What follows belongs to an exercise in optimizing a design on an open flow for small area and a short achievable clock period; a production flow would make more cautious choices. The RTL was checked by simulation tests, not by an equivalence proof against the original design.

==> inputs of v10 <==
## iir_filter
module iir_filter (
  input  logic                          clk,
  input  logic                          nrst,
  input  logic                          coef_we,
  input  logic [4-1:0]        coef_addr,
  input  logic signed [16-1:0] coef_data,
  input  logic signed [16-1:0]   din,
  output logic signed [21-1:0]  dout
);
clock: 20.0 ns
lec_check: 0
abc_area: 1
cap_margin: 20
core_margin: 2
core_utilization: 55
slew_margin: 20
run.sh (not shown) runs the stock make flow with config.mk's settings and CLKGATE_MAP_FILE= SYNTH_SCRIPT=/design/flow/synth_recipe.tcl, a recipe that flattens the netlist after the stock synthesis.
==> v14: changes against v10 <==
==> flow/flow/run.sh (new file) <==
#!/bin/bash
# The standard layout, with the setup repair asked to leave a margin
# below the clock period so that it sizes the critical paths up.
set -euo pipefail
bash standard.sh SETUP_SLACK_MARGIN=12.5 finish > standard_finish.log 2>&1
==> flow/standard.sh (new file) <==
#!/bin/bash
# synth_recipe.tcl (not shown) runs the flow's synth.tcl, then flattens the netlist and writes it again
# the make line also repeats each setting of config.mk as NAME=value (left out here)
make -C /OpenROAD-flow-scripts/flow DESIGN_CONFIG=/design/flow/config.mk WORK_HOME=/design/flow/orfs CLKGATE_MAP_FILE= SYNTH_SCRIPT=/design/flow/synth_recipe.tcl "${@:-finish}"
removed: flow/run.sh
==> flow_metrics.tcl <==
set metrics [dict create \
    r2r_setup_slack_ps 12570 \
    regArea_um2 12100 \
    slew_headroom_pct 22.1 \
    status "complete, no violations" \
    max_stage_delay_ps 540 \
    signal_buffers 334 \
    multi_input_area_share_pct 63.8 \
    met3_usage_pct 11.3 \
    endpoint "dout[3]$_DFFE_PN0P_" \
    wl_per_cell_um 25.8 \
]
The numbers above come from v14.

==> flow_metrics.tcl <==
set metrics [dict create \
    status "complete, no violations" \
    wl_per_cell_um 25.1 \
    max_stage_delay_ps 770 \
    endpoint "dout[1]$_DFFE_PN0P_" \
    multi_input_area_share_pct 65.4 \
    regArea_um2 12100 \
    slew_headroom_pct 22.0 \
    met3_usage_pct 10.4 \
]
The numbers above come from v10.



==> run D: inputs <==
iir_filter, a different RTL version from the one above (not shown whole).
==> module iir_filter, before the edit <==
module iir_filter (
  input  logic                          clk,
  input  logic                          nrst,
  input  logic                          coef_we,
  input  logic [4-1:0]        coef_addr,
  input  logic signed [16-1:0] coef_data,
  input  logic signed [16-1:0]   din,
  output logic signed [21-1:0]  dout
);
  logic        strobe;
  logic        running;
  logic        phase;
  logic [1:0]  idx;
  logic [2:0][15:0] gain, a2;
  logic [5:0][15:0] ab;
  logic [2:0][31:0] w1, w2;
  logic signed [23:0] cur;
  logic signed [34:0] fb;
  logic               fk;
  sample_strobe u_strobe (
    .clk    (clk),
    .nrst   (nrst),
    .hold   (coef_we),
    .strobe (strobe)
  );
  section_sequencer u_seq (
    .clk     (clk),
    .nrst    (nrst),
    .strobe  (strobe),
    .stall   (coef_we),
    .running (running),
    .phase   (phase),
    .idx     (idx)
  );
  logic ph0, ph1;
  assign ph0 = running && !coef_we && !phase;
  assign ph1 = running && !coef_we && phase;
  logic signed [34:0] f_fb;
  logic               f_fk;
  logic [35:0]        w_cy;
  logic signed [23:0] x;
  logic signed [34:0] f_s;
  logic signed [35:0] w_sum;
  logic signed [31:0] w_new;
  logic signed [23:0] y;
  logic signed [20:0] y_out;
  iir_mul_g u_mul_g (
    .g   (gain[0]),
    .xin (cur),
    .x   (x)
  );
  assign w_cy  = {cur[23], cur[23], cur[23], cur[23], cur[23], cur[23], cur[23], cur[23],
                  cur[23], cur[23], cur[23], cur, 1'b1} + {~fb, ~fk};
  assign w_sum = {w_cy[35], w_cy[35:1]};
  logic ovf_w;
  assign ovf_w = !((&w_sum[35:31]) || !(|w_sum[35:31]));
  assign w_new = ovf_w ? {w_sum[35], {31{~w_sum[35]}}} : w_sum[31:0];
  iir_mul_f u_mul_f (
    .c1 (ab[0]),
    .v1 (w1[0]),
    .c2 (a2[0]),
    .v2 (w2[0]),
    .wl (w_new),
    .y  (f_s),
    .fb (f_fb),
    .fk (f_fk)
  );
  logic ovf_y, ovf_o;
  assign ovf_y = !((&f_s[34:23]) || !(|f_s[34:23]));
  assign ovf_o = !((&f_s[34:20]) || !(|f_s[34:20]));
  assign y     = ovf_y ? {f_s[34], {23{~f_s[34]}}} : f_s[23:0];
  assign y_out = ovf_o ? {f_s[34], {20{~f_s[34]}}} : f_s[20:0];
  logic [1:0] base;
  logic [2:0] step;
  assign base = running ? idx : 2'd0;
  assign step = running ? {idx, phase} : 3'd0;
  logic [2:0][1:0] sec_at;
  logic [5:0][3:0] ab_at;
  always_comb begin
    for (int p = 0; p < 3; p++) begin
      sec_at[p] = 2'((base + 2'(p)) % 3);
    end
    for (int p = 0; p < 6; p++) begin
      logic [2:0] sl;
      sl = 3'((step + 3'(p)) % 6);
      ab_at[p] = {sl[2:1], sl[0] ? 2'b01 : 2'b10};
    end
  end
  logic [2:0] hit_g, hit_a2;
  logic [5:0] hit_ab;
  always_comb begin
    for (int p = 0; p < 3; p++) begin
      hit_g[p]  = (coef_addr == {sec_at[p], 2'b00});
      hit_a2[p] = (coef_addr == {sec_at[p], 2'b11});
    end
    for (int p = 0; p < 6; p++) begin
      hit_ab[p] = (coef_addr == ab_at[p]);
    end
  end
  always_ff @(posedge clk or negedge nrst) begin
    if (!nrst) begin
      gain <= '0;
      a2   <= '0;
    end else if (coef_we) begin
      for (int p = 0; p < 3; p++) begin
        if (hit_g[p])  gain[p] <= coef_data;
        if (hit_a2[p]) a2[p]   <= coef_data;
      end
    end else if (running && phase) begin
      gain <= {gain[0], gain[2:1]};
      a2   <= {a2[0], a2[2:1]};
    end
  end
  always_ff @(posedge clk or negedge nrst) begin
    if (!nrst) begin
      ab <= '0;
    end else if (coef_we) begin
      for (int p = 0; p < 6; p++) begin
        if (hit_ab[p]) ab[p] <= coef_data;
      end
    end else if (running) begin
      ab <= {ab[0], ab[5:1]};
    end
  end
  always_ff @(posedge clk or negedge nrst) begin
    if (!nrst) begin
      w1   <= '0;
      w2   <= '0;
      dout <= '0;
    end else if (ph1) begin
      w1 <= {w_new, w1[2:1]};
      w2 <= {w1[0], w2[2:1]};
      if (idx == 2'd2) dout <= y_out;
    end
  end
  always_ff @(posedge clk) begin
    if (strobe) begin
      cur <= {{3{din[15]}}, din, 5'd0};
    end else if (ph0) begin
      cur <= x;
    end else if (ph1) begin
      cur <= y;
    end
  end
  always_ff @(posedge clk) begin
    if (ph0) begin
      fb <= f_fb;
      fk <= f_fk;
    end
  end
endmodule
==> flow/config.mk <==
export PLATFORM = sky130hd
export DESIGN_NAME = iir_filter
export DESIGN_NICKNAME = iir_filter
export VERILOG_FILES = /design/flow/design.v
export SDC_FILE = /design/flow/constraint.sdc
export NUM_CORES = 4
export LEC_CHECK = 0
export ABC_AREA = 1
export CAP_MARGIN = 20
export CORE_MARGIN = 2
export CORE_UTILIZATION = 55
export SLEW_MARGIN = 20
export SYNTH_HIERARCHICAL = 1
==> flow/constraint.sdc <==
create_clock -name core_clock -period 20.0 [get_ports {clk}]
set_input_delay 4.0000 -clock core_clock [delete_from_list [all_inputs] [get_ports {clk}]]
set_output_delay 4.0000 -clock core_clock [all_outputs]
set_load 0.01 [all_outputs]
standard.sh (not shown) runs the stock make flow with config.mk's settings and CLKGATE_MAP_FILE= SYNTH_SCRIPT=/design/flow/synth_recipe.tcl, a recipe that flattens the netlist after the stock synthesis.
==> flow/flow/run.sh <==
#!/bin/bash
# The standard layout, with the setup repair asked to leave a margin
# below the clock period so that it sizes the critical paths up.
set -euo pipefail
bash standard.sh SETUP_SLACK_MARGIN=13 finish > standard_finish.log 2>&1
==> run F: changes against run D <==
--- a/flow/design.v
+++ b/flow/design.v
@@ -2430,7 +2430,8 @@
   logic [2:0][15:0] gain, a2;
   logic [5:0][15:0] ab;
   logic [2:0][31:0] w1, w2;
-  logic signed [23:0] cur;
+  logic signed [34:0] cur;
+  logic signed [34:0] dq;
   logic signed [34:0] fb;
   logic               fk;
   sample_strobe u_strobe (
@@ -2458,15 +2459,14 @@
   logic signed [34:0] f_s;
   logic signed [35:0] w_sum;
   logic signed [31:0] w_new;
-  logic signed [23:0] y;
-  logic signed [20:0] y_out;
+  logic signed [23:0] cur_s;
+  logic               ovf_c, ovf_o;
   iir_mul_g u_mul_g (
     .g   (gain[0]),
-    .xin (cur),
+    .xin (cur_s),
     .x   (x)
   );
-  assign w_cy  = {cur[23], cur[23], cur[23], cur[23], cur[23], cur[23], cur[23], cur[23],
-                  cur[23], cur[23], cur[23], cur, 1'b1} + {~fb, ~fk};
+  assign w_cy  = {cur, 1'b1} + {~fb, ~fk};
   assign w_sum = {w_cy[35], w_cy[35:1]};
   logic ovf_w;
   assign ovf_w = !((&w_sum[35:31]) || !(|w_sum[35:31]));
@@ -2481,11 +2481,10 @@
     .fb (f_fb),
     .fk (f_fk)
   );
-  logic ovf_y, ovf_o;
-  assign ovf_y = !((&f_s[34:23]) || !(|f_s[34:23]));
-  assign ovf_o = !((&f_s[34:20]) || !(|f_s[34:20]));
-  assign y     = ovf_y ? {f_s[34], {23{~f_s[34]}}} : f_s[23:0];
-  assign y_out = ovf_o ? {f_s[34], {20{~f_s[34]}}} : f_s[20:0];
+  assign ovf_c = !((&cur[34:23]) || !(|cur[34:23]));
+  assign cur_s = ovf_c ? {cur[34], {23{~cur[34]}}} : cur[23:0];
+  assign ovf_o = !((&dq[34:20]) || !(|dq[34:20]));
+  assign dout  = ovf_o ? {dq[34], {20{~dq[34]}}} : dq[20:0];
   logic [1:0] base;
   logic [2:0] step;
   assign base = running ? idx : 2'd0;
@@ -2542,20 +2541,20 @@
     if (!nrst) begin
       w1   <= '0;
       w2   <= '0;
-      dout <= '0;
+      dq   <= '0;
     end else if (ph1) begin
       w1 <= {w_new, w1[2:1]};
       w2 <= {w1[0], w2[2:1]};
-      if (idx == 2'd2) dout <= y_out;
+      if (idx == 2'd2) dq <= f_s;
     end
   end
   always_ff @(posedge clk) begin
     if (strobe) begin
-      cur <= {{3{din[15]}}, din, 5'd0};
+      cur <= {{14{din[15]}}, din, 5'd0};
     end else if (ph0) begin
-      cur <= x;
+      cur <= {{11{x[23]}}, x};
     end else if (ph1) begin
-      cur <= y;
+      cur <= f_s;
     end
   end
   always_ff @(posedge clk) begin
==> flow/flow/run.sh (replaced) <==
#!/bin/bash
# The standard layout, with the setup repair asked to leave a margin
# below the clock period so that it sizes the critical paths up.
set -euo pipefail
bash standard.sh SETUP_SLACK_MARGIN=13.5 finish > standard_finish.log 2>&1
==> notes <==
Run D went through all stages and came out clean. Run F completed with no timing, DRC or antenna violations. Against run F, the final area of run D is smaller by about 8%. Against run D, the via count of run F is higher by 5.3%. Of run D and run F, run F has the higher cell count (gap about 4.4%, measured against run F). Global-route usage: run D is lower than run F (0.39 points). First-iteration DRC count: run D is lower than run F (6.1%). Setup slack: run F is better than run D (780 ps). Wire length: run F is larger than run D (about 7%). Against run F, the fmax of run D is smaller by about 10%. Against run F, the sequential share of layout area of run D is higher by 0.49 points. In clock-buffer cell count, run D and run F do not differ.
==> figures <==
Non-clk buf share: run D 0.06316; run F 0.08814
Final antenna diode count: run D 1; run F 3
Adder-cell area share of the yosys netlist: run D 0.2857; run F 0.2801
DRT iter0 DRCs: run D 6208; run F 6608
Terminating pin of the worst hold path: run D w1[34]; run F w2[44]
Flop-to-flop setup slack: run D 12510 ps; run F 13290 ps
Starting utilization of the core area: run D 0.5529; run F 0.5537
Seq cells post-synth: run D 473; run F 498
Post-synth design cell area: run D 58040 µm²; run F 59190 µm²
Status: run D finished clean; run F finished clean
Largest net degree at the start of global routing: run D 157; run F 121
Met3 Usage GRT: run D 0.1164; run F 0.1139
Fraction of standard cell area in multi-input logic: run D 0.6630; run F 0.6457
Grt met2 use: run D 0.5936; run F 0.6168
Bufs w/o clock: run D 374; run F 576
Mux cell area share after synthesis: run D 0.0001940; run F 0.003403
Number of buffers added for setup after CTS: run D 163; run F 209
Number of logic stages on the critical path including buffering: run D 34; run F 23
Total of cells resized after clock tree synthesis: run D 554; run F 505
Mean area per synthesized cell: run D 8.245 µm²; run F 8.218 µm²
Final WL: run D 217.2 mm; run F 232.3 mm
Die boundary width: run D 328.8 µm; run F 332.1 µm

## port drivers added, routing unchanged
How much do the figures lean on ideal ports? The routed layouts below were timed once more, with nothing changed but the port constraints.
Step 1, drivers: a clkbuf_16 drives clk and a buf_2 each remaining input, both assumed.
Step 2, shift: input delay + t, output delay - t, t = (earliest + latest rising clock arrival at the registers) / 2. This alone moves slack from input paths to output paths.
Three values: no drivers, after step 1, after step 2; two values: the first two.
run | shift t [ns] | setup WS [ns] | worst setup path after step 2 | worst register clock-pin slew, ns | worst slew at a driven data input, ns
v10 | 0.761 | 10.788 / 10.788 / 10.788 | register to register | 0.07 / 0.07 | 0.05
v14 | 0.759 | 12.570 / 12.570 / 12.088 | input to register | 0.07 / 0.07 | 0.05
run D | 0.742 | 12.509 / 12.509 / 12.484 | input to register | 0.08 / 0.08 | 0.07
run F | 0.758 | 13.285 / 13.285 / 13.192 | input to register | 0.07 / 0.07 | 0.06
After both steps every run listed still meets setup and hold. For v14, which loses most, drivers alone change the setup slack by 0.000 ns; drivers and shift together by -0.482 ns.
